From an optimization exercise on the open Yosys and OpenROAD flow, aimed at small area, a short achievable clock period and few clock cycles per item; shortcuts taken in it are not production practice. Function was checked by simulation only, so behaviour that the tests miss may differ from the original. No activity file was given, so power comes from the tool's default toggle rates.

// ex_stage_mc
module ex_stage_mc #(
   parameter int DATA_W  = 32,
   parameter int RADDR_W = 5,
   parameter int MUL_BPC = 1
) (
   input  logic               CLK,
   input  logic               RESET,
   input  logic               in_valid,
   output logic               in_ready,
   input  logic               flush,
   input  logic [DATA_W-1:0]  PCPlus4_in,
   input  logic [DATA_W-1:0]  imm_signExtended_in,
   input  logic [DATA_W-1:0]  imm_zeroExtended_in,
   input  logic [DATA_W-1:0]  rs_reg_in,
   input  logic [DATA_W-1:0]  rt_reg_in,
   input  logic [RADDR_W-1:0] rt_addr_in,
   input  logic [RADDR_W-1:0] rd_addr_in,
   input  logic [4:0]         shamt_in,
   input  logic               RegWriteD,
   input  logic               MemtoRegD,
   input  logic               MemWriteD,
   input  logic               BranchD,
   input  logic               JumpD,
   input  logic               RegDstD,
   input  logic [5:0]         ALUopD,
   input  logic [5:0]         ALUfunctD,
   output logic               out_valid,
   input  logic               out_ready,
   output logic               RegWriteE,
   output logic               MemtoRegE,
   output logic               MemWriteE,
   output logic               BranchE,
   output logic               JumpE,
   output logic [5:0]         ALUopE,
   output logic [DATA_W-1:0]  WriteData_out,
   output logic [DATA_W-1:0]  PCBranch_out,
   output logic [RADDR_W-1:0] wb_addr_out,
   output logic [DATA_W-1:0]  ALUOut,
   output logic [DATA_W-1:0]  hi_out,
   output logic [DATA_W-1:0]  lo_out,
   output logic               busy
);
export LEC_CHECK = 0
export CAP_MARGIN = 20
export CORE_MARGIN = 2
export CORE_UTILIZATION = 40
export SETUP_SLACK_MARGIN = 3.5
export SLEW_MARGIN = 20
create_clock -name core_clock -period 9.0 [get_ports {CLK}]
standard.sh (not shown) runs the stock make flow with config.mk's settings and CLKGATE_MAP_FILE= SYNTH_SCRIPT=/design/flow/synth_recipe.tcl, a recipe that flattens the netlist after the stock synthesis.
==> flow/flow/run.sh <==
#!/bin/bash
# The standard layout (standard.sh: the ORFS flow, from its standard synthesis to the
# final DEF), with one change: the placer buffers every input and output port with the
# smallest buffer, sky130_fd_sc_hd__buf_1, rather than its default pick (a 10 um2 delay
# buffer). Timing repair still resizes any port buffer that a path needs faster.
# The make output goes to standard.log; ORFS's per-step logs are under orfs/logs/.
set -euo pipefail
export BUFFER_PORTS_ARGS="-buffer_cell sky130_fd_sc_hd__buf_1"
bash standard.sh > standard.log 2>&1
Testbench counts at the start, summed over its fixed seeds: cycles 6,172, instrs 4,000.
Then changed:
- CORE_UTILIZATION: 40 -> 50
- SETUP_SLACK_MARGIN: 3.5 -> 4.0
Result:
- worst setup slack gains 0.47 ns
- flip-flop and latch count is unchanged
- count of clock-buffer cells in the layout went up by 2
- clock power falls by 2.4%
- wire length is lower by 5.3%
- critical path depth is unchanged
- sequential share of layout area is about the same
- non-clock buffer count increases by 9
- global-route usage is higher by 6.4 points
Then changed:
- CORE_UTILIZATION: 50 -> 40
- SETUP_SLACK_MARGIN: 4.0 -> 3.9
=>
- The changed run completed with no timing, DRC or antenna violations
- total power climbs by 2.8%
- die area went up by 25%
- non-clock buffer count decreases by 5
Then changed:
- CAP_MARGIN: 20 -> 0
- SETUP_SLACK_MARGIN: 3.9 -> 4.0
- SLEW_MARGIN: 20 -> 0
- The changed run ran to the end with no violations
- sequential share of layout area stays flat
- core utilization hardly moves
- power went down by 2.4%
- worst hold slack gains 0.0039 ns
- final area is about the same
- area after synthesis is unchanged
- setup slack gains 0.091 ns
- final cell count is about the same
- wire length went down by 5.6%
- flip-flop and latch count stays the same
- via count went down by 0.56%


The RTL this note starts from:
==> flow/design.v <==
module ex_stage_mc #(
   parameter int DATA_W  = 32,
   parameter int RADDR_W = 5,
   parameter int MUL_BPC = 1
) (
   input  logic               CLK,
   input  logic               RESET,
   input  logic               in_valid,
   output logic               in_ready,
   input  logic               flush,
   input  logic [DATA_W-1:0]  PCPlus4_in,
   input  logic [DATA_W-1:0]  imm_signExtended_in,
   input  logic [DATA_W-1:0]  imm_zeroExtended_in,
   input  logic [DATA_W-1:0]  rs_reg_in,
   input  logic [DATA_W-1:0]  rt_reg_in,
   input  logic [RADDR_W-1:0] rt_addr_in,
   input  logic [RADDR_W-1:0] rd_addr_in,
   input  logic [4:0]         shamt_in,
   input  logic               RegWriteD,
   input  logic               MemtoRegD,
   input  logic               MemWriteD,
   input  logic               BranchD,
   input  logic               JumpD,
   input  logic               RegDstD,
   input  logic [5:0]         ALUopD,
   input  logic [5:0]         ALUfunctD,
   output logic               out_valid,
   input  logic               out_ready,
   output logic               RegWriteE,
   output logic               MemtoRegE,
   output logic               MemWriteE,
   output logic               BranchE,
   output logic               JumpE,
   output logic [5:0]         ALUopE,
   output logic [DATA_W-1:0]  WriteData_out,
   output logic [DATA_W-1:0]  PCBranch_out,
   output logic [RADDR_W-1:0] wb_addr_out,
   output logic [DATA_W-1:0]  ALUOut,
   output logic [DATA_W-1:0]  hi_out,
   output logic [DATA_W-1:0]  lo_out,
   output logic               busy
);
   localparam int W  = DATA_W;
   localparam int SW = W + 9;           
   logic               vld;             
   logic               mrun;            
   logic [1:0]         cnt;             
   logic               msgn;            
   logic [W-1:0]       alu_q, pcb_q, wd_q, hi, lo;
   logic [RADDR_W-1:0] wb_q;
   logic [5:0]         op_q;
   logic               regw_q, m2r_q, memw_q, br_q, jmp_q;
   logic cap, is_mul;
   assign out_valid = vld && !mrun;
   assign busy      = vld && mrun;
   assign in_ready  = !mrun && (!vld || out_ready);
   assign cap       = in_valid && in_ready && !flush;
   logic [5:0] op, fn;
   logic rtype, s_add, s_and, s_or, s_xor, s_nor, s_slt, s_sltu;
   logic s_sll, s_srl, s_sra, s_hi, s_lo, s_pc, s_imm, s_immz;
   assign op     = ALUopD;
   assign fn     = ALUfunctD;
   assign rtype  = (op == 6'h00);
   assign is_mul = rtype && (fn[5:1] == 5'b01100);
   assign s_imm  = (op == 6'h08) || (op == 6'h09) || (op == 6'h23) || (op == 6'h2B);
   assign s_add  = (rtype && (fn[5:2] == 4'b1000)) || s_imm || (op == 6'h04) || (op == 6'h05);
   assign s_immz = (op == 6'h0C) || (op == 6'h0D);
   assign s_and  = (rtype && (fn == 6'h24)) || (op == 6'h0C);
   assign s_or   = (rtype && (fn == 6'h25)) || (op == 6'h0D);
   assign s_xor  = rtype && (fn == 6'h26);
   assign s_nor  = rtype && (fn == 6'h27);
   assign s_slt  = rtype && (fn == 6'h2A);
   assign s_sltu = rtype && (fn == 6'h2B);
   assign s_sll  = rtype && (fn == 6'h00);
   assign s_srl  = rtype && (fn == 6'h02);
   assign s_sra  = rtype && (fn == 6'h03);
   assign s_hi   = rtype && (fn == 6'h10);
   assign s_lo   = rtype && (fn == 6'h12);
   assign s_pc   = (op == 6'h03);
   logic [W-1:0] rs, rt, addb, lopb, sum, shin, shout, shres, alu;
   logic [W+1:0] sumc;
   logic         sltu, slt, a_sub, a_imm;
   logic signed [W:0] shx, shy;     
   assign rs   = rs_reg_in;
   assign rt   = rt_reg_in;
   assign a_sub = op[2] || (fn[1] && !op[3] && !op[5]);
   assign a_imm = op[3] || op[5];
   assign addb = a_imm ? imm_signExtended_in : (rt ^ {W{a_sub}});
   assign sumc = {1'b0, rs, 1'b1} + {1'b0, addb, a_sub};    
   assign sum  = sumc[W:1];
   assign sltu = !sumc[W+1];
   assign slt  = (rs[W-1] ^ rt[W-1]) ? rs[W-1] : sum[W-1];
   assign lopb = s_immz ? imm_zeroExtended_in : rt;
   always_comb begin
      for (int i = 0; i < W; i++) shin[i] = fn[1] ? rt[i] : rt[W-1-i];
   end
   assign shx   = {fn[0] && rt[W-1], shin};
   assign shy   = shx >>> shamt_in;
   assign shout = shy[W-1:0];
   always_comb begin
      for (int i = 0; i < W; i++) shres[i] = fn[1] ? shout[i] : shout[W-1-i];
   end
   assign alu = ({W{s_add}} & sum)
              | ({W{s_and}} & (rs & lopb))
              | ({W{s_or}}  & (rs | lopb))
              | ({W{s_xor}} & (rs ^ rt))
              | ({W{s_nor}} & ~(rs | rt))
              | {{(W-1){1'b0}}, (s_slt && slt) || (s_sltu && sltu)}
              | ({W{s_sll || s_srl || s_sra}} & shres)
              | ({W{s_hi}} & hi_v)
              | ({W{s_lo}} & lo)
              | ({W{s_pc}} & PCPlus4_in);
   always_ff @(posedge CLK or posedge RESET) begin
      if (RESET)                         vld <= 1'b0;
      else if (flush)                    vld <= 1'b0;
      else if (cap)                      vld <= 1'b1;
      else if (out_valid && out_ready)   vld <= 1'b0;
   end
   always_ff @(posedge CLK) begin
      if (cap) begin
         alu_q  <= alu;
         pcb_q  <= PCPlus4_in + (imm_signExtended_in << 2);
         wd_q   <= rt_reg_in;
         wb_q   <= (op == 6'h03) ? RADDR_W'(31) : (RegDstD ? rd_addr_in : rt_addr_in);
         op_q   <= ALUopD;
         regw_q <= RegWriteD;
         m2r_q  <= MemtoRegD;
         memw_q <= MemWriteD;
         br_q   <= BranchD;
         jmp_q  <= JumpD;
      end
   end
   logic [W:0]    a33;                  
   logic [W+1:0]  ax;                   
   logic [11:0]   bsel, bsel_nxt;       
   logic          bext, bext_nxt;       
   logic          hx;                   
   logic [3:0]    pend;                 
   logic [W+1:0]  row [4];
   logic [SW-1:0] o [6];
   logic [SW-1:0] s1, c1, s2, c2, s3, c3, s4, c4, s;
   logic [3:0]    co;
   logic [W-1:0]  hi_v;                 
   logic          last;
   localparam logic [SW-1:0] CK = (SW'(1) << (W+2)) | (SW'(1) << (W+4)) | (SW'(1) << (W+6))
                                | (SW'(1) << (W+8));
   function automatic logic [2:0] booth(input logic [2:0] b);
      booth[2] = b[2] && !(b[1] && b[0]);                           
      booth[1] = (b[2] && !b[1] && !b[0]) || (!b[2] && b[1] && b[0]);  
      booth[0] = b[1] ^ b[0];                                       
   endfunction
   assign a33  = {msgn && wd_q[W-1], wd_q};
   assign ax   = {a33[W], a33};
   assign last = (cnt == 2'd3);
   always_comb begin
      logic [8:0] nb;
      nb = mrun ? lo[15:7] : {rs_reg_in[7:0], 1'b0};
      for (int d = 0; d < 4; d++) bsel_nxt[3*d +: 3] = booth(nb[2*d +: 3]);
      bext_nxt = mrun && (cnt == 2'd2) && !msgn && lo[15];
   end
   always_comb begin
      for (int d = 0; d < 4; d++)
         for (int j = 0; j < W + 2; j++)
            row[d][j] = ((bsel[3*d] && ax[j]) || (bsel[3*d+1] && (j > 0 ? ax[j-1] : 1'b0)))
                        ^ bsel[3*d+2];
   end
   always_comb begin
      for (int k = 0; k < 6; k++) o[k] = '0;
      o[0][W-1:0] = hi;
      o[0][W]     = hx;
      o[0][W+1]   = !hx;
      for (int d = 0; d < 4; d++) begin
         o[d+1][2*d +: W+2] = {!row[d][W+1], row[d][W:0]};
         o[5][2*d]          = bsel[3*d+2];    
      end
      o[5][W+7:8] = bext ? wd_q : '0;
      o[1] = o[1] | CK;
   end
   function automatic logic [SW-1:0] fa_s(input logic [SW-1:0] a, b, c);
      fa_s = a ^ b ^ c;
   endfunction
   function automatic logic [SW-1:0] fa_c(input logic [SW-1:0] a, b, c);
      fa_c = ((a & b) | (a & c) | (b & c)) << 1;
   endfunction
   assign s1 = fa_s(o[0], o[1], o[2]);
   assign c1 = fa_c(o[0], o[1], o[2]);
   assign s2 = fa_s(o[3], o[4], o[5]);
   assign c2 = fa_c(o[3], o[4], o[5]);
   assign s3 = fa_s(s1, c1, s2);
   assign c3 = fa_c(s1, c1, s2);
   assign s4 = fa_s(s3, c3, c2);
   assign c4 = fa_c(s3, c3, c2);
   always_comb begin
      logic [9:0] b;
      for (int k = 0; k < 4; k++) begin
         b = {1'b0, s4[8*k +: 8], 1'b1} + {1'b0, c4[8*k +: 8], pend[k]};
         s[8*k +: 8] = b[8:1];
         co[k]       = b[9];
      end
      s[SW-1:32] = s4[SW-1:32] + c4[SW-1:32];
   end
   assign hi_v = hi + {pend[3], 7'b0, pend[2], 7'b0, pend[1], 7'b0, pend[0]};
   always_ff @(posedge CLK or posedge RESET) begin
      if (RESET) begin
         mrun <= 1'b0;
         hi   <= '0;
         hx   <= 1'b0;
         pend <= '0;
         lo   <= '0;
      end else if (cap && is_mul) begin
         mrun <= 1'b1;
         hi   <= '0;
         hx   <= 1'b0;
         pend <= '0;
         lo   <= rs_reg_in;
      end else if (mrun) begin
         {hx, hi} <= s[SW-1:8];
         pend     <= co;
         lo       <= {s[7:0], lo[W-1:8]};
         if (last) mrun <= 1'b0;
      end
   end
   always_ff @(posedge CLK) begin
      cnt  <= mrun ? cnt + 2'd1 : 2'd0;
      bsel <= bsel_nxt;
      bext <= bext_nxt;
      if (cap) msgn <= !fn[0];
   end
   assign ALUOut        = alu_q;
   assign PCBranch_out  = pcb_q;
   assign WriteData_out = wd_q;
   assign wb_addr_out   = wb_q;
   assign ALUopE        = op_q;
   assign RegWriteE     = regw_q && out_valid;
   assign MemtoRegE     = m2r_q  && out_valid;
   assign MemWriteE     = memw_q && out_valid;
   assign BranchE       = br_q   && out_valid;
   assign JumpE         = jmp_q  && out_valid;
   assign hi_out        = hi_v;
   assign lo_out        = lo;
endmodule
==> flow/config.mk <==
export PLATFORM = sky130hd
export DESIGN_NAME = ex_stage_mc
export DESIGN_NICKNAME = ex_stage_mc
export VERILOG_FILES = /design/flow/design.v
export SDC_FILE = /design/flow/constraint.sdc
export NUM_CORES = 4
export LEC_CHECK = 0
export CAP_MARGIN = 20
export CORE_MARGIN = 2
export CORE_UTILIZATION = 40
export SETUP_SLACK_MARGIN = 4.1
export SLEW_MARGIN = 20
==> flow/constraint.sdc <==
create_clock -name core_clock -period 9.0 [get_ports {CLK}]
set_input_delay 1.8000 -clock core_clock [delete_from_list [all_inputs] [get_ports {CLK}]]
set_output_delay 1.8000 -clock core_clock [all_outputs]
set_load 0.01 [all_outputs]
Scripts as last shown in full above: flow/flow/run.sh
Testbench counts at the start, summed over its fixed seeds: cycles 6,172, instrs 4,000.
Then changed:
==> flow/run.sh (new file) <==
#!/bin/bash
# synth_recipe.tcl (not shown) runs the flow's synth.tcl, then flattens the netlist and writes it again
# the make line also repeats each setting of config.mk as NAME=value (left out here)
make -C /OpenROAD-flow-scripts/flow DESIGN_CONFIG=/design/flow/config.mk WORK_HOME=/design/flow/orfs CLKGATE_MAP_FILE= SYNTH_SCRIPT=/design/flow/synth_recipe.tcl finish
- SETUP_SLACK_MARGIN: 4.1 -> 5.0
removed: flow/flow/run.sh
removed: flow/standard.sh
Effect:
- The changed run ran to the end with no violations
- total power climbs by a quarter to a third
- via count climbs by roughly a tenth
- sequential cell count stays the same
- area after synthesis stays the same
- routed wire length climbs by about a fifth
- worst setup slack is better by 0.13 ns
- final cell count climbs by roughly a tenth
- cell area climbs by a quarter to a third
- die area does not change
Then changed:
==> flow/flow/run.sh (new file) <==
#!/bin/bash
# The standard layout (standard.sh: the ORFS flow, from its standard synthesis to the
# final DEF), with one change: the placer buffers every input and output port with the
# smallest buffer, sky130_fd_sc_hd__buf_1, rather than its default pick (a 10 um2 delay
# buffer). Timing repair still resizes any port buffer that a path needs faster.
# The make output goes to standard.log; ORFS's per-step logs are under orfs/logs/.
set -euo pipefail
export BUFFER_PORTS_ARGS="-buffer_cell sky130_fd_sc_hd__buf_1"
bash standard.sh > standard.log 2>&1
==> flow/standard.sh (new file) <==
#!/bin/bash
# synth_recipe.tcl (not shown) runs the flow's synth.tcl, then flattens the netlist and writes it again
# the make line also repeats each setting of config.mk as NAME=value (left out here)
make -C /OpenROAD-flow-scripts/flow DESIGN_CONFIG=/design/flow/config.mk WORK_HOME=/design/flow/orfs CLKGATE_MAP_FILE= SYNTH_SCRIPT=/design/flow/synth_recipe.tcl "${@:-finish}"
- SETUP_SLACK_MARGIN: 5.0 -> 4.2
removed: flow/run.sh
=> The changed run completed without violations. Worst hold slack degrades by 0.016 ns. Routed wire length drops by 11%. Cell area drops by 21%. Sequential cell count is unchanged. Power drops by 23%. Die area does not change. Via count drops by about 7%. Non-clock buffer count drops by 320. Critical path depth climbs by 7.
Then changed:
==> flow/run.sh (new file) <==
#!/bin/bash
# synth_recipe.tcl (not shown) runs the flow's synth.tcl, then flattens the netlist and writes it again
# the make line also repeats each setting of config.mk as NAME=value (left out here)
make -C /OpenROAD-flow-scripts/flow DESIGN_CONFIG=/design/flow/config.mk WORK_HOME=/design/flow/orfs CLKGATE_MAP_FILE= SYNTH_SCRIPT=/design/flow/synth_recipe.tcl finish
- SETUP_SLACK_MARGIN: 4.2 -> 4.5
removed: flow/flow/run.sh
removed: flow/standard.sh
After rerunning:
- core utilization grows by 7.0 points
- power went up by about 13%
- die area stays the same
- worst setup slack gets better by 0.14 ns
- clock power grows by about 2%
- sequential share of layout area goes down by 2.4 points
- design area is higher by 15%
- routed wire length went up by about 6%
Then changed:
==> flow/flow/run.sh (new file) <==
#!/bin/bash
# The standard layout (standard.sh: the ORFS flow, from its standard synthesis to the
# final DEF), with one change: the placer buffers every input and output port with the
# smallest buffer, sky130_fd_sc_hd__buf_1, rather than its default pick (a 10 um2 delay
# buffer). Timing repair still resizes any port buffer that a path needs faster.
# The make output goes to standard.log; ORFS's per-step logs are under orfs/logs/.
set -euo pipefail
export BUFFER_PORTS_ARGS="-buffer_cell sky130_fd_sc_hd__buf_1"
bash standard.sh > standard.log 2>&1
==> flow/standard.sh (new file) <==
#!/bin/bash
# synth_recipe.tcl (not shown) runs the flow's synth.tcl, then flattens the netlist and writes it again
# the make line also repeats each setting of config.mk as NAME=value (left out here)
make -C /OpenROAD-flow-scripts/flow DESIGN_CONFIG=/design/flow/config.mk WORK_HOME=/design/flow/orfs CLKGATE_MAP_FILE= SYNTH_SCRIPT=/design/flow/synth_recipe.tcl "${@:-finish}"
- GPL_TIMING_DRIVEN: default -> 0
- SETUP_SLACK_MARGIN: 4.5 -> 4.0
removed: flow/run.sh
Die area stays the same.
Synthesized area is unchanged.
Routed wire length came out lower by 7.2%.
Critical path depth came out lower by 3.
Final area came out lower by 12%.
Then changed:
- GPL_TIMING_DRIVEN: 0 -> default
- TNS_END_PERCENT: default -> 10
Effect: Synthesized area does not change; register-to-register slack gets better by 0.13 ns; via count goes down by a few percent; critical path depth drops by 8; global-route usage is lower by 1.1 points; count of clock-buffer cells in the layout decreases by 1; sequential cell count stays the same; wire length goes down by a few percent.

## separate check: timing with driven ports
No port has a modelled driver above. Below, the same layouts with a new extraction and two added sets of constraints.
Step 1, drivers: a clkbuf_16 drives CLK and a buf_2 each remaining input, both assumed.
Step 2 times the ports against the registers' clock, not the clock port: input delays grow and output delays shrink by t, the midpoint of the rising clock arrivals with the driver on.
Slacks: ideal ports / drivers / drivers and shift; pairs: ideal ports / drivers.
| run | shift t [ns] | setup slack, ns | worst setup path at the end | clock arrival spread, ns | worst data-port slew with drivers (ns) |
|---|---|---|---|---|---|
| the first run of note 1 | 0.579 | 3.559 / 3.497 / 3.113 | input to register | 0.025 / 0.025 | 0.09 |
| the second run of note 1 | 0.579 | 4.025 / 4.012 / 3.480 | input to register | 0.020 / 0.020 | 0.07 |
| the third run of note 1 | 0.569 | 3.977 / 3.916 / 3.482 | input to register | 0.024 / 0.024 | 0.09 |
| the fourth run of note 1 | 0.583 | 4.069 / 4.006 / 3.558 | input to register | 0.022 / 0.022 | 0.07 |
| the first run of note 2 | 0.580 | 4.104 / 4.045 / 3.576 | input to register | 0.020 / 0.020 | 0.09 |
| the second run of note 2 | 0.586 | 4.234 / 4.172 / 3.933 | input to register | 0.020 / 0.020 | 0.16 |
| the third run of note 2 | 0.577 | 4.130 / 4.078 / 3.567 | input to register | 0.020 / 0.020 | 0.07 |
| the fourth run of note 2 | 0.575 | 4.275 / 4.230 / 3.719 | input to register | 0.022 / 0.022 | 0.11 |
| the fifth run of note 2 | 0.581 | 3.814 / 3.837 / 3.256 | input to register | 0.025 / 0.024 | 0.10 |
| the sixth run of note 2 | 0.577 | 3.942 / 3.882 / 3.484 | input to register | 0.025 / 0.025 | 0.08 |
After both steps every run listed still meets setup and hold. The setup slack of the third run of note 2, which loses most, moves by -0.052 ns with the drivers and by -0.563 ns with both steps.
